Source: an optimization exercise on an open RTL-to-GDS flow (aim: small area). Production flows keep margins and buffers that such runs may drop.
At most, simulation tests tie the RTL to the original design; equivalence was not proved.

==> inputs of trial 55 <==
## fft_dit_top
module fft_dit_top (
   input  wire        clk,
   input  wire        rst_n,
   input  wire [23:0] in_x,
   input  wire        in_nd,
   output wire [23:0] out_x,
   output wire        out_nd,
   output reg         overflow
);
   reg  [3:0] wr_ptr;
   reg        in_full;
   reg        busy;
   reg  [5:0] ph;
   reg        fill_bank, proc_bank, strm_bank;
   reg        bst;
   reg  [3:0] bcnt;
   reg        acc_q;
   reg        nd_q;
   wire       accept = in_nd & ~in_full;
   wire       start  = ~busy & in_full;
   always @(posedge clk or negedge rst_n)
   begin
      if (!rst_n)
      begin
         wr_ptr    <= 4'd0;
         in_full   <= 1'b0;
         overflow  <= 1'b0;
         busy      <= 1'b0;
         ph        <= 6'd0;
         fill_bank <= 1'b0;
         proc_bank <= 1'b0;
         strm_bank <= 1'b0;
         bst       <= 1'b0;
         bcnt      <= 4'd0;
         acc_q     <= 1'b0;
         nd_q      <= 1'b0;
      end
      else
      begin
         acc_q <= accept;
         nd_q  <= bst;
         if (accept)
            wr_ptr <= wr_ptr + 4'd1;
         if (accept && (&wr_ptr))
         begin
            in_full   <= 1'b1;
  ...
==> flow/config.mk <==
export PLATFORM = sky130hd
export DESIGN_NAME = fft_dit_top
export DESIGN_NICKNAME = fft_dit_top
export VERILOG_FILES = /design/flow/design.v
export SDC_FILE = /design/flow/constraint.sdc
export NUM_CORES = 4
export LEC_CHECK = 0
export CAP_MARGIN = 20
export CORE_MARGIN = 2
export CORE_UTILIZATION = 50
export CTS_CLUSTER_DIAMETER = 110
export CTS_CLUSTER_SIZE = 22
export SLEW_MARGIN = 20
==> flow/constraint.sdc <==
create_clock -name core_clock -period 10.0 [get_ports {clk}]
set_input_delay 2.0000 -clock core_clock [delete_from_list [all_inputs] [get_ports {clk}]]
set_output_delay 2.0000 -clock core_clock [all_outputs]
set_load 0.01 [all_outputs]
run.sh (not shown) runs the stock make flow with config.mk's settings and CLKGATE_MAP_FILE= SYNTH_SCRIPT=/design/flow/synth_recipe.tcl, a recipe that flattens the netlist after the stock synthesis.
==> build 63 (differences from trial 55) <==
--- a/flow/design.v
+++ b/flow/design.v
@@ -858,20 +858,21 @@
    wire        mc2  = e_negim ? z_lo : 1'b1;
    wire [13:0] pp   = {pp_s, 1'b1} + {pp_c[11:0], c_lo, pc2};
    wire [13:0] mm   = {mm_s, 1'b1} + {mm_c[11:0], ~c_lo, mc2};
    wire [11:0] o0_im = e_negim ? mm[13:2] : pp[13:2];
    wire [11:0] o1_im = e_negim ? pp[13:2] : mm[13:2];
    reg  [12:0] r_re_q;
    reg         z_re_q;
    always @(posedge clk)
-   begin
-      r_re_q <= pp[13:1];
-      z_re_q <= z_lo;
-   end
+      if (e_c1)
+      begin
+         r_re_q <= pp[13:1];
+         z_re_q <= z_lo;
+      end
    wire [12:0] r_re = e_tc ? {x[11], x} : r_re_q;
    wire        z_re = e_tc | z_re_q;
    wire n_644 = r_re[0] ^ e_negre;
    wire n_645 = r_re[1] ^ e_negre;
    wire n_646 = r_re[2] ^ e_negre;
    wire n_647 = r_re[3] ^ e_negre;
    wire n_648 = r_re[4] ^ e_negre;
    wire n_649 = r_re[5] ^ e_negre;
- CORE_UTILIZATION: 50 -> 40
- CTS_CLUSTER_DIAMETER: 110 -> default
- CTS_CLUSTER_SIZE: 22 -> default
==> flow_summary.json <==
{
  "grt_pass1_wl_um": 192000,
  "clkSlewWorstSetupHoldPaths_ns": 0.10,
  "synth-compound-area-share_pct": 11.1,
  "drive_gt1_share_pct": 7.52,
  "status": "complete, no violations",
  "layout_min_cycle_time_ns": 9.27,
  "min_period_over_period_pct": 92.7,
  "sh_seq_area_pct": 53.7
}
The numbers above come from trial 55.

==> flow_summary.json <==
{
  "sh_seq_area_pct": 51.0,
  "status": "complete, no violations",
  "core_region_area_um2": 109000,
  "min_period_over_period_pct": 94.5,
  "layout_min_cycle_time_ns": 9.45,
  "antenna_found_initial": 1,
  "synth-compound-area-share_pct": 11.2,
  "drive_gt1_share_pct": 10.1,
  "grt_pass1_wl_um": 199000
}
The numbers above come from build 63.

No functional check of the RTL was part of build 63.

-- re-timing with driven ports --
The results above use ideal ports. As a check the final layouts listed here were re-extracted and re-timed, cells and wires unchanged. Step 1 assumes that a clkbuf_16 drives the clock port and a buf_2 every other input. Step 2 moves the port delays by t, midway between the first and last clock arrival at a register: inputs arrive t later, outputs are due t later. That takes back most of the time a late clock gives input paths. a / b / c = no drivers / after step 1 / after step 2; a / b = the first two.
run	t (ns)	slack for setup (ns)	hold WS [ns]
trial 55	0.697	0.731 / 0.731 / 0.731	0.410 / 0.410 / 0.410
build 63	0.740	0.553 / 0.553 / 0.553	0.398 / 0.398 / 0.398
After both steps every run listed still meets setup and hold.
